Background: an optimization exercise with open tools, aiming at small area and a short achievable clock period. Do not read the settings as production practice. RTL that was checked went through simulation tests only; none was proved equivalent to the original. Only the layout flow was run in runs 1 to 3; the RTL was not checked for function there. Power is estimated from default activity; no workload was simulated.

==> flow/design.v <==
package psum_acc_pkg;
  function automatic integer store_width(input integer t_d_size, input integer f_width);
    store_width = t_d_size + $clog2(f_width - 1);
  endfunction
endpackage
module psum_line_buffer #(
  parameter int DEPTH = 32,
  parameter int WIDTH = 39
) (
  input  logic             clk,
  input  logic             i_shift,
  input  logic [WIDTH-1:0] i_wdata,
  output logic [WIDTH-1:0] o_head
);
  logic [WIDTH-1:0] r_mem [DEPTH];
  always_ff @(posedge clk) begin
    if (i_shift) begin
      r_mem[0] <= i_wdata;
      for (int i = 1; i < DEPTH; i++) r_mem[i] <= r_mem[i-1];
    end
  end
  assign o_head = r_mem[DEPTH-1];
endmodule
module psum_accumulator #(
  parameter int T_D_SIZE = 37,
  parameter int O_D_SIZE = 16,
  parameter int F_WIDTH  = 5,
  parameter int LINE_LEN = 32
) (
  input  logic                       clk,
  input  logic                       rst,
  input  logic                       clk_en,
  input  logic [T_D_SIZE-1:0]        psum_i,
  input  logic                       psum_valid_i,
  output logic                       psum_ready_o,
  input  logic [T_D_SIZE-1:0]        bias_i,
  input  logic [4:0]                 shift_i,
  output logic [O_D_SIZE-1:0]        out_data_o,
  output logic                       out_valid_o,
  input  logic                       out_ready_i,
  output logic [$clog2(F_WIDTH)-1:0] pass_o,
  output logic                       row_done_o
);
  localparam int SW = psum_acc_pkg::store_width(T_D_SIZE, F_WIDTH);
  localparam int FW = SW + 1;
  localparam int PW = $clog2(F_WIDTH);
  localparam int CW = (LINE_LEN > 1) ? $clog2(LINE_LEN) : 1;
  localparam logic [CW-1:0] COL_LAST  = CW'(LINE_LEN - 1);
  localparam logic [PW-1:0] PASS_LAST = PW'(F_WIDTH - 1);
  localparam int FB = 2;                    
  localparam int NF = 1 << FB;              
  localparam int UW = O_D_SIZE + NF - 1;    
  logic [CW-1:0]       r_col;
  logic [PW-1:0]       r_pass;
  logic                r_first;    
  logic                r_final;    
  logic [UW-1:0]       r_res_u;     
  logic [FB-1:0]       r_res_fine;  
  logic                r_res_ao;    
  logic                r_res_az;    
  logic                r_res_neg;   
  logic                r_out_valid;
  logic                r_row_done;
  logic                w_accept;
  logic                w_col_wrap;
  logic [SW-1:0]       w_head;
  logic [FW-1:0]       w_sum;
  assign psum_ready_o = clk_en & ~(r_final & r_out_valid & ~out_ready_i);
  assign w_accept     = psum_valid_i & psum_ready_o;
  assign w_col_wrap   = (r_col == COL_LAST);
  psum_line_buffer #(
    .DEPTH (LINE_LEN),
    .WIDTH (SW)
  ) u_line_buffer (
    .clk     (clk),
    .i_shift (w_accept),
    .i_wdata (w_sum[SW-1:0]),
    .o_head  (w_head)
  );
  logic [FW-1:0] w_head_x;
  logic [FW-1:0] w_psum_x;
  logic [FW-1:0] w_bias_x;
  assign w_head_x = {w_head[SW-1], w_head};
  assign w_psum_x = {{(FW-T_D_SIZE){psum_i[T_D_SIZE-1]}}, psum_i};
  assign w_bias_x = {{(FW-T_D_SIZE){bias_i[T_D_SIZE-1]}}, bias_i};
  logic [FW-1:0] w_head_g;
  logic [FW-1:0] w_bias_g;
  assign w_head_g = r_first ? '0 : w_head_x;
  assign w_bias_g = r_final ? w_bias_x : '0;
  logic [FW-1:0] w_cs_s;
  logic [FW-1:0] w_cs_c;
  assign w_cs_s = w_head_g ^ w_psum_x ^ w_bias_g;
  assign w_cs_c = {(w_head_g[FW-2:0] & w_psum_x[FW-2:0]) |
                   (w_head_g[FW-2:0] & w_bias_g[FW-2:0]) |
                   (w_psum_x[FW-2:0] & w_bias_g[FW-2:0]), 1'b0};
  assign w_sum  = w_cs_s + w_cs_c;
  function automatic logic sum_bit(input logic [FW-1:0] v, input integer j);
    sum_bit = (j >= FW) ? v[FW-1] : v[j];
  endfunction
  localparam int NC = 32 / NF;
  logic [NC-1:0] w_co_oh;
  always_comb begin
    for (int k = 0; k < NC; k++) w_co_oh[k] = (shift_i[4:FB] == (5 - FB)'(k));
  end
  logic [UW-1:0] w_u;
  always_comb begin
    for (int i = 0; i < UW; i++) begin
      w_u[i] = 1'b0;
      for (int k = 0; k < NC; k++) w_u[i] = w_u[i] | (w_co_oh[k] & sum_bit(w_sum, i + k * NF));
    end
  end
  logic [FW-1:1] w_up_mask;    
  logic [FW-1:1] w_one_ok;     
  logic [FW-1:1] w_zero_ok;    
  always_comb begin
    for (int j = 1; j < FW; j++) begin
      w_up_mask[j] = ({27'd0, shift_i} + O_D_SIZE - 1 < j);
      w_one_ok[j]  = w_cs_s[j] ^ w_cs_c[j] ^ (w_cs_s[j-1] & w_cs_c[j-1]);
      w_zero_ok[j] = ~(w_cs_s[j] ^ w_cs_c[j] ^ (w_cs_s[j-1] | w_cs_c[j-1]));
    end
  end
  logic w_all_ones;
  logic w_all_zeros;
  assign w_all_ones  = &(w_one_ok | ~w_up_mask);
  assign w_all_zeros = &(w_zero_ok | ~w_up_mask);
  logic [O_D_SIZE-1:0] w_shl;
  always_comb begin
    for (int i = 0; i < O_D_SIZE; i++) w_shl[i] = r_res_u[i + r_res_fine];
  end
  logic w_fits;
  assign w_fits     = w_shl[O_D_SIZE-1] ? r_res_ao : r_res_az;
  assign out_data_o = w_fits ? w_shl : {r_res_neg, {(O_D_SIZE-1){~r_res_neg}}};
  always_ff @(posedge clk or posedge rst) begin
    if (rst) begin
      r_col       <= '0;
      r_pass      <= '0;
      r_first     <= 1'b1;
      r_final     <= 1'b0;
      r_res_u     <= '0;
      r_res_fine  <= '0;
      r_res_ao    <= 1'b1;
      r_res_az    <= 1'b1;
      r_res_neg   <= 1'b0;
      r_out_valid <= 1'b0;
      r_row_done  <= 1'b0;
    end else if (clk_en) begin
      r_row_done <= 1'b0;
      if (r_out_valid && out_ready_i) begin
        r_out_valid <= 1'b0;
      end
      if (w_accept) begin
        r_col <= w_col_wrap ? '0 : r_col + 1'b1;
        if (r_final) begin
          r_res_u     <= w_u;
          r_res_fine  <= shift_i[FB-1:0];
          r_res_ao    <= w_all_ones;
          r_res_az    <= w_all_zeros;
          r_res_neg   <= w_sum[FW-1];
          r_out_valid <= 1'b1;
        end
        if (w_col_wrap) begin
          if (r_final) begin
            r_pass     <= '0;
            r_first    <= 1'b1;
            r_final    <= 1'b0;
            r_row_done <= 1'b1;
          end else begin
            r_pass     <= r_pass + 1'b1;
            r_first    <= 1'b0;
            r_final    <= (r_pass == PASS_LAST - 1'b1);
          end
        end
      end
    end
  end
  assign out_valid_o = r_out_valid;
  assign pass_o      = r_pass;
  assign row_done_o  = r_row_done;
endmodule
==> flow/flow/run.sh <==
#!/bin/bash
# Standard ORFS layout, with port buffers built from a plain buffer cell
# instead of the flow's default pick (a slow delay cell).
set -euo pipefail
cat flow/extra.mk >> config.mk
bash standard.sh > standard.log 2>&1
==> flow/flow/extra.mk <==
export BUFFER_PORTS_ARGS = -buffer_cell sky130_fd_sc_hd__buf_4
==> flow/standard.sh <==
#!/bin/bash
# synth_recipe.tcl (not shown) runs the flow's synth.tcl, then flattens the netlist and writes it again
# the make line also repeats each setting of config.mk as NAME=value (left out here)
make -C /OpenROAD-flow-scripts/flow DESIGN_CONFIG=/design/flow/config.mk WORK_HOME=/design/flow/orfs CLKGATE_MAP_FILE= SYNTH_SCRIPT=/design/flow/synth_recipe.tcl "${@:-finish}"
==> flow/config.mk <==
export PLATFORM = sky130hd
export DESIGN_NAME = psum_accumulator
export DESIGN_NICKNAME = psum_accumulator
export VERILOG_FILES = /design/flow/design.v
export SDC_FILE = /design/flow/constraint.sdc
export NUM_CORES = 4
export LEC_CHECK = 0
export CAP_MARGIN = 20
export CORE_MARGIN = 2
export CORE_UTILIZATION = 40
export CTS_BUF_LIST = sky130_fd_sc_hd__clkbuf_8
export CTS_CLUSTER_DIAMETER = 40
export CTS_CLUSTER_SIZE = 20
export SETUP_SLACK_MARGIN = 5
export SLEW_MARGIN = 20
export BUFFER_PORTS_ARGS = -buffer_cell sky130_fd_sc_hd__buf_4
==> flow/constraint.sdc <==
create_clock -name core_clock -period 9.0 [get_ports {clk}]
set_input_delay 1.8000 -clock core_clock [delete_from_list [all_inputs] [get_ports {clk}]]
set_output_delay 1.8000 -clock core_clock [all_outputs]
set_load 0.01 [all_outputs]
==> flow_summary.toml, run 1 <==
[power]
p_int_mw = 9.31
p_comb_share_pct = 9.7
finalPower_mw = 12.5
p_clk_share_pct = 35.1
cellLeakagePower_nw = 19.0
peakVddDrop_mv = 0.151
switchingPower_mw = 3.19
swShare_pct = 25.5
power_frac_seq_pct = 55.2
powerDensity_nw_per_um2 = 223

[sta]
slew_headroom_pct = 25.8
finalSetupTns_ns = 0
setup_viol = 0
hold_viol_final = 0
grt_setup_unrepaired = "yes"
period_minus_slack_ns = 4.73
slew_viol_final = 0
tightest_slew_ns = 1.11
finalCritPeriodShare_pct = 52.6
max_freq_mhz = 211
clock_skew_ns = 0.0522

[grt]
grt_max_degree = 206
top_usage_layer = "met1"
grt_util_all_layers_pct = 16.1
grt_use_met1_pct = 24.1
met3_usage_pct = 4.47
use_met2_pct = 21.9
grt_pass1_wl_mm = 143
antenna_found_initial = 8
grt_pass1_vias = 22422
overflow = 0

[cells_and_area]
design_area_sq_um = 56100
area_growth_syn_to_layout_pct = 19.6
n_fill_cell = 9617
nNetsFinal = 2995
finalNonFillerCells = 4408
drive_above_1_share_pct = 27.9

[setup_path]
arrival_ns = 5.39
reg2reg_from = "r_first"
start_kind = "input pin"
crit_start = "bias_i[5]"
cp.depth = 16
cp_slowest_cell = "fa_2"
critPathKind = "in -> reg"
rr_worst_depth = 16
worstSetupEndpoint = "r_res_u[15]"
path_buf_inv = 4
crit_fanout = 3
path_cells = "buf_8 > nand2_4 > fa_2 > inv_2 > ha_4 > fa_2 > a211oi_4 > a211oi_4 > a41oi_4 > buf_6 > buf_6 > o31ai_4 > xor2_4 > mux2_4 > a222oi_1 > a31oi_1"
r2r-end = "r_res_u[15]"
slowest_delay_ns = 0.65
ff2ff_setup_slack_ns = 4.41
worstPathRequired_ns = 9.66
critPathCaptureType = "flip-flop"
crit_family = "compound AO/OA/AOI/OAI gates"

[logic_synthesis]
synth_most_common_cell = "edfxtp_1"
syn-cell-area_sq_um = 46900
synth_edf_count = 1248
synth_ff_type = "edfxtp_1"
synth_top_area_share_pct = 79.8
synth_top_area_cell = "edfxtp_1"
synth_async_sr_flop_share_pct = 2.80
synthTopCellsByArea = "edfxtp_1, fa_1, ha_1"
ys_seq_elements = 1284
synth_nets = 2690
ys_top_cells_by_count = "edfxtp_1, inv_1, nand2_1"
synthCells = 2451
ys_seq_area_share_pct = 81.8
ys_warn_count = 3
yosysUniqueCellTypes = 93
avgSynthCellArea_sq_um = 19.2

[floorplan]
core-area_sq_um = 116000
die_w_um = 347
rows = 125
die_height_um = 347
initial_core_util_pct = 40.3
ioPinCount = 106
die_area_sq_um = 120000

[drt]
vias_per_cell = 5.05
drtIter0Drc = 2202
wl_per_cell_um = 22.0
wirelength_mm = 97.1
ant_nets = 0
vias = 22242
drcViolationCount = 0
dr.pass1.iters = 6

[worst_hold_path]
min_path_type = "reg -> reg"

[flow_run]
drv_cap = 0

[placement]
dp.cells = 4019
dpl-instance-area_sq_um = 49600
dp_hpwl_mm = 58.8
routabilityCongestion = 0.888
port_buffers = 105

[clock_network]
tritoncts = "yes"
cts_root_buffer = "clkbuf_8"
cts_buffer_depth = 3
hold_buffers = 0
htree_levels = 4
cts_buffers = 146
path_clk_slew_ns = 0.10
clock_sinks = 1284
clkLatencyLatePin_ns = 0.85

[outcome]
outcome = "finished clean"
==> layer usage <==
metal,vias up,part of all wire (%),routed length (um)
met2,703,42,40700
li1,9916,-,-
met1,11446,48,46300
met5,-,0.035,34
met4,4,3.6,3520
met3,173,6.8,6560
==> cells by family (layout without fill, tap and decap cells) <==
kind of cell | after synthesis | in the layout | share of synthesized area, %
compound gates | 294 | 294 | 4.54
xor+xnor | 73 | 73 | 1.47
fa+ha+maj | 156 | 156 | 5.37
buf+inv | 222 | 649 | 1.85
flops | 1284 | 1284 | 81.8
mux | 33 | 33 | 1.04
other cells | 0 | 4 | 0
simple gates | 389 | 391 | 3.97
==> stage by stage <==
stage          hold WS, ns  utilization, %  worst slack (ns)
2_1_floorplan        0.400               -              3.39
3_3_place_gp         0.400            42.6              2.16
3_5_place_dp         0.405            42.6              2.75
4_1_cts              0.375            47.8              4.42
5_1_grt              0.385            48.2              4.32
6_report             0.379            48.2              4.27
==> registers in the layout, summed over array words and instances (netlist names) <==
signal / cells
u_line_buffer.r_mem: 1248
r_res_u: 19
r_col: 5
r_pass: 3
r_res_fine: 2
r_final: 1
r_first: 1
r_out_valid: 1
r_res_ao: 1
r_res_az: 1
r_res_neg: 1
r_row_done: 1
==> placed cells by master, fill, tap and decap left out, types with 13 or more instances in the layout <==
cell        netlist  routed
a31oi_1          29      15
nand2_1         143     121
nor2b_1          16      16
buf_12            0      19
o21ai_0          65      48
xnor2_1          31      18
nand2b_1         39      34
inv_6             0      21
ha_2              0      13
clkbuf_8          0     147
nand3_1          25      20
nand4_1          19      19
clkinv_8          0      18
clkinv_2          0      13
ha_4              0      26
inv_1           145     129
buf_4             3     159
clkinv_1          1      14
ha_1             79      40
fa_2              0      39
clkinvlp_4        0      13
buf_6             0      45
edfxtp_1       1248    1248
xor2_1           35      25
a31oi_4           1      13
fa_1             76      37
dfrtp_1          33      30
nor2_1           82      68
a21oi_1          57      46
inv_2             0      16
inv_8             0      19
==> worst min path at each step <==
stage,from,to,slack [ns],depth (start not counted)
after floorplan,u_line_buffer.r_mem[9][0],u_line_buffer.r_mem[10][0],0.40,0
after global placement,u_line_buffer.r_mem[9][22],u_line_buffer.r_mem[10][22],0.40,0
after detailed placement,u_line_buffer.r_mem[10][16],u_line_buffer.r_mem[11][16],0.40,0
after CTS,u_line_buffer.r_mem[16][19],u_line_buffer.r_mem[17][19],0.38,0
after global routing,u_line_buffer.r_mem[26][37],u_line_buffer.r_mem[27][37],0.38,0
final,u_line_buffer.r_mem[16][19],u_line_buffer.r_mem[17][19],0.38,0
==> worst reg2reg max path, cell delays in order (launching register included) <==
cell,delay [ns]
dfstp_4,0.76
buf_12,0.17
nand2b_4,0.14
fa_2,0.50
inv_2,0.11
ha_4,0.14
fa_2,0.26
nor2_2,0.08
a211oi_4,0.31
a41oi_4,0.22
buf_6,0.19
buf_6,0.11
o31ai_4,0.31
xor2_4,0.16
mux2_4,0.30
a222oi_1,0.40
a31oi_1,0.24
==> power groups by stage <==
stage / Sequential (mW) / Clock [mW] / Combinational, mW
floorplan: 7.02 / 0 / 0.509
global placement: 7.03 / 0 / 0.872
detailed placement: 7.03 / 0 / 0.876
CTS: 6.90 / 4.58 / 1.14
global route: 6.92 / 4.83 / 1.28
finish: 6.90 / 4.39 / 1.21
==> repair_timing <==
action,CTS,global route
cloned,3,0
buffers inserted,96,14
gates resized for setup,333,96
pin swaps,93,69
endpoints found under the setup margin,71,440
==> final cells by class <==
type	instances	area [sq um]	share of cell area [%]
tap	1524	1910	3.40
antenna	4	10.0	0.0178
clock inverter	125	1400	2.49
inverter	146	584	1.04
sequential	1284	38400	68.4
multi-input combinational	947	9570	17.0
clock buffer	147	2020	3.60
timing repair buffer	231	2250	4.01
==> run 2, diff against run 1 <==
--- a/flow/config.mk
+++ b/flow/config.mk
@@ -6,4 +6,5 @@
 export NUM_CORES = 4
 export LEC_CHECK = 0
+export ABC_AREA = 1
 export CAP_MARGIN = 20
 export CORE_MARGIN = 2
==> run 2 against run 1 <==
Net effect: sequential power is 6.5% higher; flip-flop and latch count stayed put; synthesized cell count is 20% higher; combinational power grew to 4.3 times the previous value; area after synthesis is 1.6% higher; routed wire length is 6.4% lower; global-route usage is 1.4 points lower; final cell count is 10% higher; final area is 1.8% lower; via count is 3.6% higher; non-clock buffer count is 54 lower; critical endpoint is now out_data_o[0]; largest cell class unchanged.
==> flow_summary.toml, run 2 <==
[cells_and_area]
nNetsFinal = 3444
largest-register = "u_line_buffer.r_mem"
largestRegisters = "u_line_buffer.r_mem (1248), r_res_u (19), r_col (5)"
drive_above_1_share_pct = 22.6
largest_register_ffs = 1248
final_common_cell = "edfxtp_1"
mostFrequentLayoutCells = "edfxtp_1, nand2_1, inv_1"
area_growth_syn_to_layout_pct = 15.6
finalNonFillerCells = 4859

[setup_path]
critPathKind = "reg -> out"
arrival_ns = 2.54
worstPathRequired_ns = 7.20
critPathCaptureType = "primary output"
path_buf_inv = 4
crit_family = "flip-flops"
slowest_delay_ns = 0.52
ff2ff_setup_slack_ns = 5.09
path_cells = "o21ai_2 > inv_2 > o21ai_4 > mux2i_2 > inv_2 > nor2_4 > inv_6 > o21ai_2 > buf_4"
start_kind = "flip-flop"
reg2reg_from = "r_first"
cp_slowest_cell = "dfrtp_4"
rr_worst_depth = 21
crit_fanout = 15
r2r-end = "r_res_u[16]"

[grt]
antenna_found_initial = 2
grt_util_all_layers_pct = 14.7
grt_pass1_vias = 21881
overflow = 0
grt_pass1_wl_mm = 133
grt_max_degree = 205

[clock_network]
clkLatencyLatePin_ns = 0.83
tritoncts = "yes"
hold_buffers = 0
clock_sinks = 1284
cts_buffer_depth = 3
path_clk_slew_ns = 0.10
cts_root_buffer = "clkbuf_8"
htree_levels = 4
cts_buffers = 138

[power]
powerDensity_nw_per_um2 = 302
finalPower_mw = 16.6
cellLeakagePower_nw = 19.8
peakVddDrop_mv = 0.144

[drt]
vias_per_cell = 4.74
ant_nets = 0
wl_per_cell_um = 18.7
wirelength_mm = 90.8
dr.pass1.iters = 6
vias = 23036
drcViolationCount = 0
drtIter0Drc = 2382

[logic_synthesis]
ys_top_cells_by_count = "edfxtp_1, nand2_1, inv_1"
ys_seq_elements = 1284
ys_seq_area_share_pct = 80.5
synth_nets = 3168
synth_async_sr_flop_share_pct = 2.80
synthTopCellsByArea = "edfxtp_1, nand2_1, fa_1"
synthCells = 2930
synth_top_area_share_pct = 78.6
synth_top_area_cell = "edfxtp_1"
synth_edf_count = 1248
ys_warn_count = 3
yosysUniqueCellTypes = 50
syn-cell-area_sq_um = 47700
avgSynthCellArea_sq_um = 16.3
synth_ff_type = "edfxtp_1"
synth_most_common_cell = "edfxtp_1"

[worst_hold_path]
hold_end = "u_line_buffer.r_mem[16][25]"
holdCritStartpoint = "u_line_buffer.r_mem[15][25]"
min_path_cells = 0
min_path_type = "reg -> reg"

[placement]
dp.cells = 4548
dp_hpwl_mm = 60.6
dp_slack_ns = 3.85
routabilityCongestion = 0.921
port_buffers = 105

[floorplan]
core-area_sq_um = 118000
die_w_um = 349
die_area_sq_um = 122000
initial_core_util_pct = 40.4
rows = 126
ioPinCount = 106
die_height_um = 349

[sta]
grt_setup_unrepaired = "yes"
finalSetupTns_ns = 0
hold_viol_final = 0
slew_viol_final = 0
setup_viol = 0
period_minus_slack_ns = 4.34
tightest_slew_ns = 1.08
max_freq_mhz = 230
finalCritPeriodShare_pct = 48.2
setup_ws_ns = 4.66
clock_skew_ns = 0.0501
slew_headroom_pct = 27.8
hold_slack_ns = 0.387

[flow_run]
drv_cap = 0

[outcome]
outcome = "finished clean"
-- run 2: cell count changes in the layout (fill, tap and decap cells not counted), sizes merged, moves of 16 or more --
cell / change
nand2b: -39
inv: +191
xor2: -21
buf: -54
a21oi: -30
nand3: +124
nor2: +92
nand3b: +22
nor2b: -16
a31oi: -31
nand2: +394
clkinv: -20
-- run 2: through the flow --
| step | instance area (sq um) | utilization, % |
|---|---|---|
| detailed placement | 50400 | 42.7 |
| floorplan | 47700 | - |
| global route | 55100 | 46.7 |
| CTS | 54000 | 45.7 |
| finish | 55100 | 46.7 |
| global placement | 50400 | 42.7 |
-- run 2: worst max path at each step --
stage,start,end,slack (ns),cells past startpoint
after global routing,r_res_fine[0],out_data_o[0],4.52,9
final,r_res_fine[0],out_data_o[0],4.66,9
after detailed placement,psum_i[11],r_res_u[11],3.85,17
after floorplan,out_ready_i,u_line_buffer.r_mem[0][0],-12.56,5
after CTS,r_res_fine[0],out_data_o[0],4.59,9
after global placement,psum_i[11],r_res_u[11],3.84,17
-- run 2: repair_timing --
item / 4_1_cts / 5_1_grt
pin swaps: 22 / 86
buffers inserted: 24 / 29
gates cloned: 1 / 0
gates resized for setup: 100 / 236
endpoints found under the setup margin: 61 / 49
-- run 2: cells by family (layout without fill, tap and decap cells) --
logic type               after synthesis  count (layout)  synth area share (%)
adder cells (fa/ha/maj)              154             154                  5.24
flip-flops                          1284            1284                  80.5
AO/OA/AOI/OAI                        132             132                  1.52
XOR/XNOR                              44              44                 0.855
other                                  0               3                     0
buffers and inverters                366             756                  3.06
AND/OR/NAND/NOR                      949             949                  8.82
multiplexers                           1               1                0.0210
-- run 2: area by class of cell --
type / instances / area [sq um]
repair buffers: 177 / 1470
inverters: 324 / 1250
diodes: 3 / 7.51
fillers: 10161 / 63000
clock buffers: 140 / 1930
well taps: 1536 / 1920
repair inverters: 1 / 7.51
flip-flops and latches: 1284 / 38400
multi-input cells: 1280 / 8950
clock inverters: 114 / 1190
-- run 2: worst reg2reg max path, stage by stage (launching register included) --
cell	delay, ns
dfstp_4	0.68
clkinvlp_4	0.13
buf_4	0.20
nand2_1	0.15
fa_2	0.51
inv_2	0.11
ha_4	0.12
inv_1	0.05
fa_2	0.42
buf_4	0.18
o21bai_4	0.17
a21oi_1	0.10
nand2_1	0.16
nand2_2	0.09
nand2_1	0.10
inv_2	0.04
nand2_1	0.07
nand3_1	0.14
nor2_2	0.15
nand3_1	0.11
nand2_1	0.07
inv_1	0.03
-- run 2: power breakdown --
part | leakage, nW | internal, mW | switching (mW)
Sequential | 12.0 | 7.18 | 0.171
Combinational | 6.19 | 1.84 | 3.36
Clock | 1.60 | 1.80 | 2.29
Total | 19.8 | 10.8 | 5.82
-- run 2: layer usage --
layer | global-route usage, % | part of all wire [%] | vias up
met2 | 20.2 | 42 | 597
li1 | - | - | 10821
met5 | 0 | 0.011 | -
met3 | 4.09 | 7.1 | 136
met4 | 4.48 | 1.9 | 2
met1 | 22.6 | 49 | 11480
==> run 3, diff against run 2 <==
--- a/flow/design.v
+++ b/flow/design.v
@@ -57,6 +57,5 @@
   logic [UW-1:0]       r_res_u;     
   logic [FB-1:0]       r_res_fine;  
-  logic                r_res_ao;    
-  logic                r_res_az;    
+  logic [NF-1:0]       r_res_fits;  
   logic                r_res_neg;   
   logic                r_out_valid;
@@ -124,4 +123,8 @@
   assign w_all_ones  = &(w_one_ok | ~w_up_mask);
   assign w_all_zeros = &(w_zero_ok | ~w_up_mask);
+  logic [NF-1:0] w_fits_f;
+  always_comb begin
+    for (int f = 0; f < NF; f++) w_fits_f[f] = w_u[O_D_SIZE - 1 + f] ? w_all_ones : w_all_zeros;
+  end
   logic [O_D_SIZE-1:0] w_shl;
   always_comb begin
@@ -129,5 +132,5 @@
   end
   logic w_fits;
-  assign w_fits     = w_shl[O_D_SIZE-1] ? r_res_ao : r_res_az;
+  assign w_fits     = r_res_fits[r_res_fine];
   assign out_data_o = w_fits ? w_shl : {r_res_neg, {(O_D_SIZE-1){~r_res_neg}}};
   always_ff @(posedge clk or posedge rst) begin
@@ -139,6 +142,5 @@
       r_res_u     <= '0;
       r_res_fine  <= '0;
-      r_res_ao    <= 1'b1;
-      r_res_az    <= 1'b1;
+      r_res_fits  <= '1;
       r_res_neg   <= 1'b0;
       r_out_valid <= 1'b0;
@@ -154,6 +156,5 @@
           r_res_u     <= w_u;
           r_res_fine  <= shift_i[FB-1:0];
-          r_res_ao    <= w_all_ones;
-          r_res_az    <= w_all_zeros;
+          r_res_fits  <= w_fits_f;
           r_res_neg   <= w_sum[FW-1];
           r_out_valid <= 1'b1;
==> run 3 against run 2 <==
Net effect: still clean; count of clock-buffer cells in the layout shrank 6; clock power rose by 3%; maximum frequency increased by 0.90%; area after synthesis fell by 0.12%; utilization rose by 0.22 points.
==> flow_summary.toml, run 3 <==
[outcome]
outcome = "finished clean"

[setup_path]
critPathCaptureType = "primary output"
r2r-end = "r_res_fits[1]"
crit_fanout = 7
rr_worst_depth = 16
ff2ff_setup_slack_ns = 5.09
arrival_ns = 2.50
reg2reg_from = "r_first"
critPathKind = "reg -> out"
worstSetupEndpoint = "out_data_o[3]"
start_kind = "flip-flop"
crit_start = "r_res_fine[0]"
worstPathRequired_ns = 7.20

[sta]
slew_headroom_pct = 25.5
finalCritPeriodShare_pct = 47.8
hold_viol_final = 0
max_freq_mhz = 232
setup_viol = 0
finalSetupTns_ns = 0
clock_skew_ns = 0.0521
grt_setup_unrepaired = "yes"
tightest_slew_ns = 1.11
period_minus_slack_ns = 4.30
slew_viol_final = 0

[drt]
ant_nets = 0
vias_per_cell = 4.74
dr.pass1.iters = 5
wl_per_cell_um = 18.7
vias = 22942
drtIter0Drc = 2039
wirelength_mm = 90.8
drcViolationCount = 0

[clock_network]
hold_buffers = 0
clock_sinks = 1286
tritoncts = "yes"
cts_root_buffer = "clkbuf_8"
cts_buffer_depth = 3
cts_buffers = 134
clkLatencyLatePin_ns = 0.85
htree_levels = 4
path_clk_slew_ns = 0.11

[cells_and_area]
design_area_sq_um = 55400
largest_register_ffs = 1248
drive_above_1_share_pct = 22.3
final_common_cell = "edfxtp_1"
nNetsFinal = 3434
largest-register = "u_line_buffer.r_mem"
largestRegisters = "u_line_buffer.r_mem (1248), r_res_u (19), r_col (5)"
area_growth_syn_to_layout_pct = 16.3
mostFrequentLayoutCells = "edfxtp_1, nand2_1, inv_1"

[logic_synthesis]
synth_top_area_share_pct = 78.7
ys_seq_area_share_pct = 80.7
ys_warn_count = 3
synth_most_common_cell = "edfxtp_1"
synth_xor_area_share_pct = 0.919
avgSynthCellArea_sq_um = 16.2
synth_async_sr_flop_share_pct = 2.95
synth_fa_ha_area_share_pct = 5.24
synth_mux_area_share_pct = 0.0210
yosysUniqueCellTypes = 55
ys_seq_elements = 1286
synthTopCellsByArea = "edfxtp_1, nand2_1, fa_1"
synth-simple-area-share_pct = 8.38
synth_ff_type = "edfxtp_1"
synth_nets = 3170
synth_top_family_by_area = "simple AND/OR/NAND/NOR gates"
syn-cell-area_sq_um = 47600
synthCells = 2932
synth_edf_count = 1248
ys_top_cells_by_count = "edfxtp_1, nand2_1, inv_1"
synth-compound-area-share_pct = 1.72
synth_top_area_cell = "edfxtp_1"

[placement]
routabilityCongestion = 0.914
dpl-instance-area_sq_um = 50400
dp_hpwl_mm = 58.4
port_buffers = 105

[grt]
grt_max_degree = 194
overflow = 0
grt_use_met1_pct = 22.6
grt_pass1_wl_mm = 133
met3_usage_pct = 3.63
grt_pass1_vias = 22177
use_met2_pct = 20.1
antenna_found_initial = 1
top_usage_layer = "met1"
grt_util_all_layers_pct = 14.7

[floorplan]
die_height_um = 349
ioPinCount = 106
core-area_sq_um = 118000
die_w_um = 349
rows = 126
initial_core_util_pct = 40.3
die_area_sq_um = 122000

[power]
p_comb_share_pct = 33.0
power_frac_seq_pct = 42.5
peakVddDrop_mv = 0.175
p_clk_share_pct = 24.4
powerDensity_nw_per_um2 = 313
swShare_pct = 35.6
finalPower_mw = 17.3
p_int_mw = 11.2
cellLeakagePower_nw = 19.8
switchingPower_mw = 6.17

[worst_hold_path]
min_path_type = "reg -> reg"

[flow_run]
drv_cap = 0
[run 3: routing by layer]
metal  part of all wire (%)  wire length (um)  vias to the layer above
met2                     42             38200                      558
met3                    5.8              5300                      141
met1                     50             45500                    11427
met4                    2.0              1850                        0
met5                      0                 0                        -
li1                       -                 -                    10816
[run 3: repair_timing]
item | in CTS | in global routing
pin swaps | 14 | 83
gates resized for setup | 116 | 265
buffers inserted | 17 | 27
endpoints found under the setup margin | 68 | 40
cloned | 3 | 3
[run 3: layout make-up]
| cell class | count | area [sq um] |
|---|---|---|
| repair inverters | 1 | 7.51 |
| inverters | 319 | 1230 |
| well taps | 1536 | 1920 |
| repair buffers | 176 | 1610 |
| clock buffers | 134 | 1840 |
| diodes | 2 | 5.00 |
| flip-flops and latches | 1286 | 38400 |
| fillers | 10063 | 62700 |
| multi-input cells | 1278 | 8970 |
| clock inverters | 113 | 1360 |
[run 3: cells by family (layout without fill, tap and decap cells)]
group,count (synthesis),after routing
AOI/OAI and AO/OA,145,145
xor gates and xnor gates,47,47
adders and majority gates,154,154
buffers and inverters,368,743
DFF,1286,1286
muxes,1,1
other,0,2
and+or+nand+nor,931,931
[run 3: metrics by stage]
stage               setup slack, ns  hold slack, ns  utilization, %  instances
finish                         4.70           0.371            46.9       4845
global route                   4.56           0.370            46.9       4844
CTS                            4.61           0.366            45.9       4813
detailed placement             3.70           0.405            42.7       4546
global placement               3.69           0.400            42.7       4545
floorplan                      2.98           0.400               -       2932
[run 3: critical path, cell delays in order, from the launching register on]
cell and delay, ns:
dfrtp_2 0.43, buf_12 0.14, clkinvlp_4 0.12, o21ai_4 0.16, o22ai_4 0.12, nor2_4 0.16, clkinvlp_4 0.24, nand2_2 0.17
buf_4 0.14
[run 3: how the worst min path moves through the flow]
| stage | from | endpoint | slack, ns | depth (start not counted) |
|---|---|---|---|---|
| floorplan | u_line_buffer.r_mem[9][0] | u_line_buffer.r_mem[10][0] | 0.40 | 0 |
| global placement | u_line_buffer.r_mem[13][37] | u_line_buffer.r_mem[14][37] | 0.40 | 0 |
| detailed placement | u_line_buffer.r_mem[9][14] | u_line_buffer.r_mem[10][14] | 0.40 | 0 |
| CTS | u_line_buffer.r_mem[13][2] | u_line_buffer.r_mem[14][2] | 0.37 | 0 |
| global route | u_line_buffer.r_mem[6][4] | u_line_buffer.r_mem[7][4] | 0.37 | 0 |
| finish | u_line_buffer.r_mem[13][2] | u_line_buffer.r_mem[14][2] | 0.37 | 0 |
[run 3: power groups by stage]
stage	Sequential, mW	Clock [mW]	Combinational [mW]
2_1_floorplan	7.45	0	2.77
3_3_place_gp	7.50	0	4.50
3_5_place_dp	7.51	0	4.48
4_1_cts	7.37	4.42	4.95
5_1_grt	7.42	4.64	6.17
6_report	7.37	4.23	5.73
==> run 4, diff against run 3 <==
--- a/flow/design.v
+++ b/flow/design.v
@@ -127,11 +127,13 @@
     for (int f = 0; f < NF; f++) w_fits_f[f] = w_u[O_D_SIZE - 1 + f] ? w_all_ones : w_all_zeros;
   end
-  logic [O_D_SIZE-1:0] w_shl;
+  logic [O_D_SIZE-1:0] w_sat_v;
+  assign w_sat_v = {r_res_neg, {(O_D_SIZE-1){~r_res_neg}}};
+  logic [O_D_SIZE-1:0] w_cand [NF];
   always_comb begin
-    for (int i = 0; i < O_D_SIZE; i++) w_shl[i] = r_res_u[i + r_res_fine];
+    for (int f = 0; f < NF; f++)
+      for (int i = 0; i < O_D_SIZE; i++)
+        w_cand[f][i] = r_res_fits[f] ? r_res_u[i + f] : w_sat_v[i];
   end
-  logic w_fits;
-  assign w_fits     = r_res_fits[r_res_fine];
-  assign out_data_o = w_fits ? w_shl : {r_res_neg, {(O_D_SIZE-1){~r_res_neg}}};
+  assign out_data_o = w_cand[r_res_fine];
   always_ff @(posedge clk or posedge rst) begin
     if (rst) begin
==> run 4 against run 3 <==
Net effect: still clean on timing, DRC and antenna; global-route usage rose by 0.49 points; clock power up 4%; synthesized cell count hardly changed; maximum frequency rose by 2.5%; flip-flop and latch count stayed put; largest power group unchanged.
==> flow_summary.toml, run 4 <==
[placement]
dp_hpwl_mm = 60.8
routabilityCongestion = 0.929
dpl-instance-area_sq_um = 50400
port_buffers = 105

[power]
swShare_pct = 36.2
peakVddDrop_mv = 0.260
power_frac_seq_pct = 41.2
cellLeakagePower_nw = 20.2
switchingPower_mw = 6.49
p_comb_share_pct = 34.2
p_int_mw = 11.4
powerDensity_nw_per_um2 = 318
p_clk_share_pct = 24.6

[sta]
period_minus_slack_ns = 4.20
finalCritPeriodShare_pct = 46.7
hold_slack_ns = 0.382
clock_skew_ns = 0.0648
max_freq_mhz = 238
slew_headroom_pct = 21.2
grt_setup_unrepaired = "yes"
setup_viol = 0
tightest_slew_ns = 1.18
hold_viol_final = 0
slew_viol_final = 0
finalSetupTns_ns = 0

[grt]
grt_use_met1_pct = 23.6
grt_pass1_wl_mm = 137
top_usage_layer = "met1"
use_met2_pct = 20.7
grt_pass1_vias = 21943
antenna_found_initial = 7
overflow = 0
grt_max_degree = 184
grt_util_all_layers_pct = 15.2
met3_usage_pct = 3.87

[clock_network]
cts_root_buffer = "clkbuf_8"
clock_sinks = 1286
clkLatencyLatePin_ns = 0.84
tritoncts = "yes"
hold_buffers = 0
path_clk_slew_ns = 0.10
htree_levels = 4
cts_buffer_depth = 3
cts_buffers = 139

[logic_synthesis]
synth_top_area_cell = "edfxtp_1"
synth_top_family_by_area = "simple AND/OR/NAND/NOR gates"
synth_top_area_share_pct = 78.5
synth_xor_area_share_pct = 0.914
synth_mux_area_share_pct = 0.0210
synth_async_sr_flop_share_pct = 2.95
synthCells = 2933
syn-cell-area_sq_um = 47800
synth_nets = 3171
synth-compound-area-share_pct = 2.17
synth_fa_ha_area_share_pct = 5.23
yosysUniqueCellTypes = 50
synth-simple-area-share_pct = 8.10
synth_most_common_cell = "edfxtp_1"
synth_ff_type = "edfxtp_1"
synth_edf_count = 1248
ys_warn_count = 4
synthTopCellsByArea = "edfxtp_1, nand2_1, fa_1"
ys_seq_elements = 1286
avgSynthCellArea_sq_um = 16.3
ys_top_cells_by_count = "edfxtp_1, nand2_1, inv_1"
ys_seq_area_share_pct = 80.5

[drt]
ant_nets = 0
dr.pass1.iters = 5
wirelength_mm = 94.9
drcViolationCount = 0
wl_per_cell_um = 19.5
vias = 23311
vias_per_cell = 4.79
drtIter0Drc = 2294

[worst_hold_path]
min_path_type = "reg -> reg"

[cells_and_area]
design_area_sq_um = 56400
drive_above_1_share_pct = 25.6
mostFrequentLayoutCells = "edfxtp_1, nand2_1, inv_1"
final_common_cell = "edfxtp_1"
n_fill_cell = 10101
largest_register_ffs = 1248
largest-register = "u_line_buffer.r_mem"
area_growth_syn_to_layout_pct = 18.1
largestRegisters = "u_line_buffer.r_mem (1248), r_res_u (19), r_col (5)"
nNetsFinal = 3452

[outcome]
outcome = "finished clean"

[floorplan]
die_area_sq_um = 122000
die_w_um = 350
core-area_sq_um = 118000
die_height_um = 350
ioPinCount = 106
rows = 126
initial_core_util_pct = 40.4

[setup_path]
path_buf_inv = 2
start_kind = "flip-flop"
crit_family = "flip-flops"
critPathCaptureType = "primary output"
worstPathRequired_ns = 7.20
path_cells = "buf_6 > nor2_4 > nand2_4 > a21oi_2 > a211oi_1 > a22oi_2 > buf_4"
slowest_delay_ns = 0.45
critPathKind = "reg -> out"
arrival_ns = 2.40
cp_slowest_cell = "dfrtp_1"
crit_fanout = 8

[flow_run]
drv_cap = 0
==> run 4: layout make-up <==
| class | count | area [sq um] | share of cell area, % |
|---|---|---|---|
| repair buffers | 190 | 1710 | 3.03 |
| flip-flops and latches | 1286 | 38500 | 68.2 |
| clock inverters | 111 | 1450 | 2.58 |
| inverters | 314 | 1200 | 2.12 |
| multi-input cells | 1283 | 9670 | 17.2 |
| clock buffers | 143 | 1970 | 3.49 |
| well taps | 1536 | 1920 | 3.41 |
| diodes | 2 | 5.00 | 0.00888 |
==> run 4: logic make-up (layout without fill, tap and decap cells) <==
| logic type | count (synthesis) | count (layout) |
|---|---|---|
| AO/OA/AOI/OAI | 177 | 177 |
| buffers and inverters | 367 | 758 |
| other | 0 | 2 |
| multiplexers | 1 | 1 |
| AND/OR/NAND/NOR | 899 | 902 |
| adder cells (fa/ha/maj) | 154 | 154 |
| flip-flops | 1286 | 1286 |
| XOR/XNOR | 49 | 49 |
==> run 4: per-layer routing <==
metal  vias to the layer above  part of all wire, %  wire [um]
met1                     11665                   49      46500
met3                       146                  6.7       6370
met4                         2                  2.2       2090
li1                      10914                    -          -
met2                       584                   42      40000
met5                         -                0.014         13
==> run 4: what timing repair did <==
item / in CTS / in global routing
endpoints found under the setup margin: 291 / 395
pin swaps: 27 / 118
resized for setup: 191 / 323
setup buffers: 23 / 40
cloned: 3 / 3
==> run 4: worst paths after layout <==
kind / from / end / slack, ns / cells after the start
max: r_res_fine[1] / out_data_o[13] / 4.80 / 7
min: u_line_buffer.r_mem[12][24] / u_line_buffer.r_mem[13][24] / 0.38 / 0
max reg2reg: r_first / r_res_u[6] / 4.94 / 21
min reg2reg: u_line_buffer.r_mem[12][24] / u_line_buffer.r_mem[13][24] / 0.38 / 0
max in group asynchronous: rst / r_res_u[12] / 7.42 / 3
min in group asynchronous: rst / r_pass[0] / 1.11 / 3
==> run 4: metrics by stage <==
step	util, %	setup slack (ns)	total power, mW	std cells
floorplan	-	2.96	10.3	2933
global placement	42.7	3.44	12.1	4540
detailed placement	42.7	3.44	12.1	4540
CTS	46.4	4.76	17.1	4820
global route	47.7	4.68	18.8	4865
finish	47.7	4.80	17.9	4865
==> run 4: power groups by stage <==
stage | registers [mW] | logic [mW] | clock network [mW]
2_1_floorplan | 7.45 | 2.81 | 0
3_3_place_gp | 7.53 | 4.59 | 0
3_5_place_dp | 7.54 | 4.56 | 0
4_1_cts | 7.38 | 5.15 | 4.58
5_1_grt | 7.43 | 6.57 | 4.82
6_report | 7.38 | 6.13 | 4.40
==> run 5, diff against run 4 <==
==> flow/flow/extra.mk (replaced) <==
export BUFFER_PORTS_ARGS = -buffer_cell sky130_fd_sc_hd__buf_4
export CTS_ARGS = -sink_clustering_enable -repair_clock_nets -sink_clustering_size 20 -sink_clustering_max_diameter 40 -buf_list sky130_fd_sc_hd__clkbuf_8 -dont_use_dummy_load
--- a/flow/config.mk
+++ b/flow/config.mk
@@ -16,2 +16,3 @@
 export SLEW_MARGIN = 20
 export BUFFER_PORTS_ARGS = -buffer_cell sky130_fd_sc_hd__buf_4
+export CTS_ARGS = -sink_clustering_enable -repair_clock_nets -sink_clustering_size 20 -sink_clustering_max_diameter 40 -buf_list sky130_fd_sc_hd__clkbuf_8 -dont_use_dummy_load
==> run 5 against run 4 <==
Net effect: still clean on timing, DRC and antenna; power is 5.6% lower; die area stayed put; flip-flop and latch count stayed put; maximum frequency is 1.4% higher.
==> flow_summary.toml, run 5 <==
[cells_and_area]
largestRegisters = "u_line_buffer.r_mem (1248), r_res_u (19), r_col (5)"
n_fill_cell = 10127
largest-register = "u_line_buffer.r_mem"
nNetsFinal = 3463
mostFrequentLayoutCells = "edfxtp_1, nand2_1, inv_1"
final_common_cell = "edfxtp_1"
area_growth_syn_to_layout_pct = 16.0
largest_register_ffs = 1248
drive_above_1_share_pct = 25.7
design_area_sq_um = 55400
utilization_pct = 46.9

[floorplan]
die_w_um = 350
ioPinCount = 106
rows = 126
die_height_um = 350
core-area_sq_um = 118000
initial_core_util_pct = 40.4
die_area_sq_um = 122000

[logic_synthesis]
synth_top_area_cell = "edfxtp_1"
synthTopCellsByArea = "edfxtp_1, nand2_1, fa_1"
ys_seq_area_share_pct = 80.5
avgSynthCellArea_sq_um = 16.3
synth_edf_count = 1248
synth_most_common_cell = "edfxtp_1"
synth_ff_type = "edfxtp_1"
synth_nets = 3171
synth_top_area_share_pct = 78.5
ys_top_cells_by_count = "edfxtp_1, nand2_1, inv_1"
synth_async_sr_flop_share_pct = 2.95
ys_seq_elements = 1286
yosysUniqueCellTypes = 50
syn-cell-area_sq_um = 47800
synthCells = 2933
ys_warn_count = 4

[setup_path]
arrival_ns = 2.34
critPathCaptureType = "primary output"
critPathKind = "reg -> out"
crit_fanout = 8
worstPathRequired_ns = 7.20
start_kind = "flip-flop"

[sta]
setup_ws_ns = 4.86
finalSetupTns_ns = 0
grt_setup_unrepaired = "yes"
max_freq_mhz = 241
setup_viol = 0
hold_viol_final = 0
slew_viol_final = 0
slew_headroom_pct = 27.0
tightest_slew_ns = 1.09
clock_skew_ns = 0.105
finalCritPeriodShare_pct = 46.0
period_minus_slack_ns = 4.14

[drt]
dr.pass1.iters = 7
vias = 23117
vias_per_cell = 4.86
wirelength_mm = 94.2
drtIter0Drc = 2504
wl_per_cell_um = 19.8
ant_nets = 0
drcViolationCount = 0

[power]
cellLeakagePower_nw = 19.6
powerDensity_nw_per_um2 = 305
peakVddDrop_mv = 0.225

[clock_network]
htree_levels = 4
cts_root_buffer = "clkbuf_8"
tritoncts = "yes"
clkLatencyLatePin_ns = 0.81
clock_sinks = 1286
cts_buffer_depth = 3
cts_buffers = 139
path_clk_slew_ns = 0.10
hold_buffers = 0

[placement]
dpl-instance-area_sq_um = 50400
dp_hpwl_mm = 60.8
port_buffers = 105
dp_slack_ns = 3.44
routabilityCongestion = 0.929

[outcome]
outcome = "finished clean"

[flow_run]
drv_cap = 0

[grt]
overflow = 0
grt_pass1_wl_mm = 135
grt_util_all_layers_pct = 15.0
antenna_found_initial = 6
grt_pass1_vias = 21846
grt_max_degree = 184

[worst_hold_path]
min_path_type = "reg -> reg"
==> run 5: metrics by stage <==
| step | hold slack [ns] | power (mW) | std cells |
|---|---|---|---|
| after floorplan | 0.400 | 10.3 | 2933 |
| after global placement | 0.400 | 12.1 | 4540 |
| after detailed placement | 0.405 | 12.1 | 4540 |
| after CTS | 0.347 | 15.9 | 4709 |
| after global routing | 0.349 | 17.8 | 4761 |
| final | 0.349 | 16.9 | 4761 |
==> run 5: layer usage <==
layer	wire length, um	vias up	track usage [%]
li1	-	10793	-
met1	46200	11552	23.3
met2	39400	606	20.6
met3	6510	164	3.97
met4	2160	2	4.26
met5	13	-	0
==> run 5: cell families (layout without fill, tap and decap cells) <==
family,Yosys count,after routing,synth area share [%]
mux,1,1,0.0210
other cells,0,2,0
compound gates,177,177,2.17
xor+xnor,49,49,0.914
buf+inv,367,654,3.08
simple gates,899,902,8.10
fa+ha+maj,154,154,5.23
flops,1286,1286,80.5
==> run 5: path summary, 6_finish.rpt <==
check                                                  from                           to  slack [ns]  depth (start not counted)
worst max-delay path                          r_res_fine[1]               out_data_o[13]        4.86                          7
worst min-delay path            u_line_buffer.r_mem[13][15]  u_line_buffer.r_mem[14][15]        0.35                          0
max in group asynchronous                               rst                  r_res_u[12]        7.37                          3
min in group asynchronous                               rst                    r_pass[0]        1.15                          3
worst min register to register  u_line_buffer.r_mem[13][15]  u_line_buffer.r_mem[14][15]        0.35                          0
worst max register to register                      r_first                   r_res_u[6]        4.99                         17
==> run 5: what timing repair did <==
action	CTS	global route
cloned	2	3
setup buffers	28	47
resized for setup	241	382
pin swaps	55	144
setup endpoints to repair	314	449
==> run 5: worst max-delay path: stages (launching register included) <==
cell and delay, ns:
dfrtp_2 0.44, buf_6 0.13, nor2_4 0.21, nand2_8 0.13, a21oi_4 0.14, a211oi_2 0.05
a22oi_2 0.26, buf_4 0.18
==> run 5: final cells by class <==
cell class,instances,area [sq um],share of cell area (%)
Antenna cell,2,5.00,0.00903
Clock buffer,139,1910,3.45
Inverter,314,1210,2.18
Multi-Input combinational cell,1283,10100,18.2
Sequential cell,1286,38500,69.4
Tap cell,1536,1920,3.47
Timing Repair Buffer,201,1820,3.29
==> run 5: power breakdown <==
group / switching [mW] / internal [mW]
clock: 1.74 / 1.37
sequential: 0.188 / 7.20
combinational: 4.05 / 2.37
==> run 6, diff against run 5 <==
==> flow/flow/extra.mk (replaced) <==
export BUFFER_PORTS_ARGS = -buffer_cell sky130_fd_sc_hd__buf_2
export CTS_ARGS = -sink_clustering_enable -repair_clock_nets -sink_clustering_size 20 -sink_clustering_max_diameter 40 -buf_list sky130_fd_sc_hd__clkbuf_8 -dont_use_dummy_load
==> flow/config.mk (replaced) <==
export PLATFORM = sky130hd
export DESIGN_NAME = psum_accumulator
export DESIGN_NICKNAME = psum_accumulator
export VERILOG_FILES = /design/flow/design.v
export SDC_FILE = /design/flow/constraint.sdc
export NUM_CORES = 4
export LEC_CHECK = 0
export ABC_AREA = 1
export CAP_MARGIN = 20
export CORE_MARGIN = 2
export CORE_UTILIZATION = 65
export SETUP_SLACK_MARGIN = 5
export SLEW_MARGIN = 20
export TNS_END_PERCENT = 30
export BUFFER_PORTS_ARGS = -buffer_cell sky130_fd_sc_hd__buf_2
export CTS_ARGS = -sink_clustering_enable -repair_clock_nets -sink_clustering_size 20 -sink_clustering_max_diameter 40 -buf_list sky130_fd_sc_hd__clkbuf_8 -dont_use_dummy_load
==> run 6 against run 5 <==
Net effect: still clean; synthesized cell count did not move; area after synthesis did not move; global-route usage up 11 points; combinational power decreased by 1%; hold slack got worse by 0.0032 ns; largest power group unchanged.
==> flow_summary.toml, run 6 <==
[floorplan]
die_height_um = 275
initial_core_util_pct = 65.6
die_area_sq_um = 75700
ioPinCount = 106
die_w_um = 275
rows = 99
core-area_sq_um = 72800

[cells_and_area]
drive_above_1_share_pct = 24.6
largest-register = "u_line_buffer.r_mem"
finalNonFillerCells = 4173
mostFrequentLayoutCells = "edfxtp_1, nand2_1, inv_1"
utilization_pct = 74.1
area_growth_syn_to_layout_pct = 13.0
nNetsFinal = 3450
largest_register_ffs = 1248
design_area_sq_um = 54000
largestRegisters = "u_line_buffer.r_mem (1248), r_res_u (19), r_col (5)"
final_common_cell = "edfxtp_1"

[drt]
vias = 24249
ant_nets = 0
wl_per_cell_um = 24.6
drcViolationCount = 0
dr.pass1.iters = 7
vias_per_cell = 5.81
wirelength_mm = 103
drtIter0Drc = 2897

[clock_network]
cts_buffers = 117
htree_levels = 3
path_clk_slew_ns = 0.09
clock_sinks = 1286
clkLatencyLatePin_ns = 0.79
cts_buffer_depth = 3
hold_buffers = 0
cts_root_buffer = "clkbuf_8"
tritoncts = "yes"

[sta]
setup_viol = 0
tightest_slew_ns = 1.07
grt_setup_unrepaired = "yes"
clock_skew_ns = 0.105
finalSetupTns_ns = 0
finalCritPeriodShare_pct = 45.9
period_minus_slack_ns = 4.13
hold_viol_final = 0
hold_slack_ns = 0.345
slew_headroom_pct = 28.6
setup_ws_ns = 4.87
max_freq_mhz = 242
slew_viol_final = 0

[logic_synthesis]
avgSynthCellArea_sq_um = 16.3
synth_top_area_cell = "edfxtp_1"
synth_nets = 3171
ys_seq_area_share_pct = 80.5
synth_edf_count = 1248
ys_warn_count = 4
synth_top_area_share_pct = 78.5
syn-cell-area_sq_um = 47800
ys_seq_elements = 1286
synthCells = 2933
yosysUniqueCellTypes = 50
synth_most_common_cell = "edfxtp_1"
ys_top_cells_by_count = "edfxtp_1, nand2_1, inv_1"
synthTopCellsByArea = "edfxtp_1, nand2_1, fa_1"
synth_async_sr_flop_share_pct = 2.95
synth_ff_type = "edfxtp_1"

[worst_hold_path]
min_path_type = "reg -> reg"
holdCritStartpoint = "u_line_buffer.r_mem[2][16]"
hold_end = "u_line_buffer.r_mem[3][16]"
min_path_cells = 0

[placement]
dpl-instance-area_sq_um = 49400
dp_hpwl_mm = 66.9
routabilityCongestion = 0.912
dp.cells = 3962
port_buffers = 105
dp_slack_ns = 3.18

[setup_path]
r2r-end = "r_res_u[7]"
worstPathRequired_ns = 9.57
critPathCaptureType = "flip-flop"
crit_fanout = 4
ff2ff_setup_slack_ns = 4.99
arrival_ns = 4.70
reg2reg_from = "r_first"
critPathKind = "in -> reg"
start_kind = "input pin"
rr_worst_depth = 21

[power]
powerDensity_nw_per_um2 = 307
cellLeakagePower_nw = 19.4
finalPower_mw = 16.6
peakVddDrop_mv = 0.210

[flow_run]
drv_cap = 0

[grt]
antenna_found_initial = 7
grt_util_all_layers_pct = 26.2
grt_pass1_wl_mm = 142
grt_pass1_vias = 23656
grt_max_degree = 197
overflow = 0

[outcome]
outcome = "finished clean"
[run 6: changes by cell type in the layout (fill, tap and decap cells not counted), sizes merged]
cell	delta
and2	-1
buf	+10
clkbuf	-22
diode	+2
[run 6: area by class of cell]
| type | count | area, sq um |
|---|---|---|
| antenna | 4 | 10.0 |
| fill | 4109 | 18900 |
| timing repair buffer | 211 | 1610 |
| inverter | 314 | 1210 |
| sequential | 1286 | 38500 |
| tap | 959 | 1200 |
| clock buffer | 117 | 1610 |
| multi-input combinational | 1282 | 9870 |
[run 6: worst max path at each step]
| stage | to | cells past startpoint | startpoint | slack (ns) |
|---|---|---|---|---|
| floorplan | r_res_u[1] | 12 | out_ready_i | 2.96 |
| global placement | r_res_u[7] | 17 | psum_i[13] | 3.24 |
| detailed placement | r_res_u[7] | 17 | bias_i[13] | 3.18 |
| CTS | r_res_u[7] | 20 | psum_i[3] | 4.83 |
| global route | r_res_u[7] | 22 | bias_i[3] | 4.78 |
| finish | r_res_u[7] | 18 | bias_i[7] | 4.87 |
[run 6: logic make-up after synthesis]
kind of cell,share of synthesized area [%]
compound gates,2.17
fa+ha+maj,5.23
mux,0.0210
xor+xnor,0.914
simple gates,8.10
flops,80.5
buf+inv,3.08
[run 6: power breakdown]
part           internal (mW)  switching [mW]  leakage (nW)  total, mW
clock                   1.15            1.68         0.841       2.82
combinational           2.29            4.06          6.48       6.35
sequential              7.20           0.208          12.1       7.41
total                   10.6            5.94          19.4       16.6
[run 6: what timing repair did]
item                       CTS  global route
gates cloned                 3             1
pin swaps                   39           143
setup buffers               35            50
hold endpoints to repair     0             0
setup endpoints to repair  525           581
gates resized for setup    249           333
[run 6: critical path: stages]
cell	delay [ns]
buf_6	0.08
nand2_4	0.04
fa_2	0.65
inv_2	0.07
ha_4	0.16
fa_2	0.39
nand3_1	0.11
nand2_2	0.08
inv_2	0.07
nand2_4	0.08
buf_4	0.16
xor2_4	0.18
nand2_1	0.11
nand2_2	0.09
a21oi_4	0.18
o221ai_2	0.15
nor3_4	0.24
nor2_2	0.05
[run 6: routing by layer]
layer	global-route usage, %	part of all wire [%]	wire [um]	vias up
met5	0	0	0	-
met4	9.08	3.4	3510	0
met3	5.39	7.8	8060	237
met2	42.3	49	49900	1155
li1	-	-	-	10748
met1	36.4	40	41400	12109
==> run 7, diff against run 6 <==
--- a/flow/config.mk
+++ b/flow/config.mk
@@ -9,8 +9,7 @@
 export CAP_MARGIN = 20
 export CORE_MARGIN = 2
-export CORE_UTILIZATION = 65
+export CORE_UTILIZATION = 55
 export SETUP_SLACK_MARGIN = 5
 export SLEW_MARGIN = 20
-export TNS_END_PERCENT = 30
 export BUFFER_PORTS_ARGS = -buffer_cell sky130_fd_sc_hd__buf_2
 export CTS_ARGS = -sink_clustering_enable -repair_clock_nets -sink_clustering_size 20 -sink_clustering_max_diameter 40 -buf_list sky130_fd_sc_hd__clkbuf_8 -dont_use_dummy_load
==> run 7 against run 6 <==
Net effect: still clean on timing, DRC and antenna; clock power is essentially flat; non-clock buffer count shrank 18; worst setup slack gained 0.086 ns; final area grew 0.44%; first-iteration DRC count shrank 35%; via count shrank 5.6%; critical path depth shrank 3; critical endpoint is now r_res_fits[3]; largest cell class unchanged; highest routed layer is now met5.
==> flow_summary.toml, run 7 <==
[grt]
grt_max_degree = 218
grt_pass1_wl_mm = 136
grt_util_all_layers_pct = 20.6
overflow = 0
antenna_found_initial = 2
grt_pass1_vias = 22294

[clock_network]
htree_levels = 3
tritoncts = "yes"
path_clk_slew_ns = 0.09
hold_buffers = 0
cts_root_buffer = "clkbuf_8"
clock_sinks = 1286
cts_buffer_depth = 3
cts_buffers = 119
clkLatencyLatePin_ns = 0.76

[cells_and_area]
area_growth_syn_to_layout_pct = 13.5
drive_above_1_share_pct = 24.4
largest_register_ffs = 1248
largestRegisters = "u_line_buffer.r_mem (1248), r_res_u (19), r_col (5)"
utilization_pct = 62.8
finalNonFillerCells = 4352
final_common_cell = "edfxtp_1"
largest-register = "u_line_buffer.r_mem"
nNetsFinal = 3434
mostFrequentLayoutCells = "edfxtp_1, nand2_1, inv_1"

[placement]
port_buffers = 105
dp_hpwl_mm = 61.0
dp.cells = 4157
routabilityCongestion = 0.904

[logic_synthesis]
syn-cell-area_sq_um = 47800
synth_most_common_cell = "edfxtp_1"
synth_ff_type = "edfxtp_1"
ys_top_cells_by_count = "edfxtp_1, nand2_1, inv_1"
ys_seq_area_share_pct = 80.5
avgSynthCellArea_sq_um = 16.3
ys_seq_elements = 1286
synth_top_area_cell = "edfxtp_1"
synthTopCellsByArea = "edfxtp_1, nand2_1, fa_1"
synth_nets = 3171
synthCells = 2933
synth_top_area_share_pct = 78.5
ys_warn_count = 4
synth_edf_count = 1248
yosysUniqueCellTypes = 50
synth_async_sr_flop_share_pct = 2.95

[power]
peakVddDrop_mv = 0.186
cellLeakagePower_nw = 19.3
power_frac_seq_pct = 45.0
p_clk_share_pct = 17.0
switchingPower_mw = 5.82
powerDensity_nw_per_um2 = 303
p_comb_share_pct = 38.0
p_int_mw = 10.6
swShare_pct = 35.4
finalPower_mw = 16.4

[drt]
top_layer_used = "met5"
vias = 22881
vias_per_cell = 5.26
drtIter0Drc = 1889
dr_wl_met2_mm = 42.7
wl_met3_mm = 4.89
ant_nets = 0
dr.pass1.iters = 6
wl_per_cell_um = 21.6
drcViolationCount = 0
drt-met1-wl_mm = 44.4
wirelength_mm = 94.0

[sta]
slew_headroom_pct = 26.6
period_minus_slack_ns = 4.04
tightest_slew_ns = 1.10
hold_slack_ns = 0.359
grt_setup_unrepaired = "yes"
finalCritPeriodShare_pct = 44.9
setup_viol = 0
slew_viol_final = 0
hold_viol_final = 0
clock_skew_ns = 0.0879
finalSetupTns_ns = 0
max_freq_mhz = 247

[floorplan]
die_area_sq_um = 89200
core-area_sq_um = 86300
die_w_um = 299
rows = 108
initial_core_util_pct = 55.3
ioPinCount = 106
die_height_um = 299

[outcome]
outcome = "finished clean"

[setup_path]
arrival_ns = 4.72
start_kind = "input pin"
critPathKind = "in -> reg"
worstPathRequired_ns = 9.68
critPathCaptureType = "flip-flop"
crit_fanout = 4

[worst_hold_path]
min_path_type = "reg -> reg"

[flow_run]
drv_cap = 0
run 7: worst paths after layout:
kind | startpoint | to | slack (ns) | cells after the start
max | psum_i[23] | r_res_fits[3] | 4.96 | 15
min | u_line_buffer.r_mem[0][17] | u_line_buffer.r_mem[1][17] | 0.36 | 0
max reg2reg | r_first | r_res_u[9] | 5.09 | 18
min reg2reg | u_line_buffer.r_mem[0][17] | u_line_buffer.r_mem[1][17] | 0.36 | 0
max in group asynchronous | rst | r_res_neg | 7.38 | 3
min in group asynchronous | rst | r_col[4] | 1.16 | 3
run 7: power groups by stage:
stage                     clock, mW  sequential [mW]  combinational (mW)
after floorplan                   0             7.45                2.81
after global placement            0             7.54                4.48
after detailed placement          0             7.55                4.47
after CTS                      2.93             7.39                5.20
after global routing           3.13             7.43                6.69
final                          2.80             7.39                6.25
run 7: cell type report:
class	instances	area [sq um]
well taps	1155	1450
fillers	6116	32100
flip-flops and latches	1286	38500
clock buffers	119	1640
inverters	314	1210
multi-input cells	1282	9950
diodes	3	7.51
repair buffers	193	1500
run 7: cells by family after synthesis:
family / after synthesis / synth area share (%)
DFF: 1286 / 80.5
and+or+nand+nor: 899 / 8.10
buffers and inverters: 367 / 3.08
AOI/OAI and AO/OA: 177 / 2.17
adders and majority gates: 154 / 5.23
xor gates and xnor gates: 49 / 0.914
muxes: 1 / 0.0210
run 7: metal layers:
layer | up-vias | global-route usage [%]
li1 | 10725 | -
met1 | 11507 | 31.6
met2 | 522 | 31.0
met3 | 125 | 4.09
met4 | 2 | 4.91
met5 | - | 0
run 7: what timing repair did:
item	CTS	global route
setup endpoints to repair	149	212
pin swaps	22	142
resized for setup	235	351
gates cloned	3	2
setup buffers	22	46
run 7: worst max-delay path: stages:
cell	delay, ns
buf_2	0.08
inv_1	0.05
fa_1	0.63
inv_1	0.13
ha_4	0.17
fa_1	0.49
nand3b_1	0.11
nand2_1	0.06
nor2_1	0.27
nand3b_1	0.20
nor2_1	0.21
nand3_4	0.19
nand2_1	0.14
nand3_2	0.09
nand2_1	0.08
run 7: stage by stage:
stage | area (sq um) | setup WS [ns]
after global routing | 54200 | 4.86
after floorplan | 47800 | 2.96
after detailed placement | 49700 | 3.61
after global placement | 49700 | 3.58
final | 54200 | 4.96
after CTS | 52400 | 4.84

## separate check: timing with driven ports
Ports are ideal in the flow. The routed layouts listed here were re-timed in OpenROAD.
Step 1: set_driving_cell puts a clkbuf_16 on clk and a buf_2 on each other input, an assumption about the parent block.
Step 2, shift: input delay + t, output delay - t, t = (earliest + latest rising clock arrival at the registers) / 2. This alone moves slack from input paths to output paths.
Slacks: ideal ports / drivers / drivers and shift; pairs: ideal ports / drivers.
run | shift t [ns] | setup WS [ns] | worst hold slack (ns) | worst setup path after step 2 | slew at the worst register clock pin (ns)
run 1 | 0.903 | 4.270 / 4.280 / 3.377 | 0.379 / 0.379 / 0.379 | input to register | 0.10 / 0.10
run 2 | 0.873 | 4.659 / 4.593 / 4.146 | 0.387 / 0.387 / 0.387 | input to register | 0.11 / 0.11
run 3 | 0.892 | 4.698 / 4.629 / 4.097 | 0.371 / 0.371 / 0.371 | input to register | 0.12 / 0.12
run 4 | 0.879 | 4.801 / 4.732 / 4.114 | 0.382 / 0.382 / 0.382 | input to register | 0.11 / 0.11
run 5 | 0.843 | 4.859 / 4.790 / 4.114 | 0.349 / 0.349 / 0.349 | input to register | 0.11 / 0.11
run 6 | 0.798 | 4.870 / 4.892 / 4.093 | 0.345 / 0.345 / 0.345 | input to register | 0.12 / 0.12
run 7 | 0.799 | 4.956 / 4.939 / 4.193 | 0.359 / 0.359 / 0.359 | input to register | 0.11 / 0.11
After both steps setup and hold are still met in every run listed. The setup slack of run 1, which loses most, moves by +0.010 ns with the drivers and by -0.893 ns with both steps.
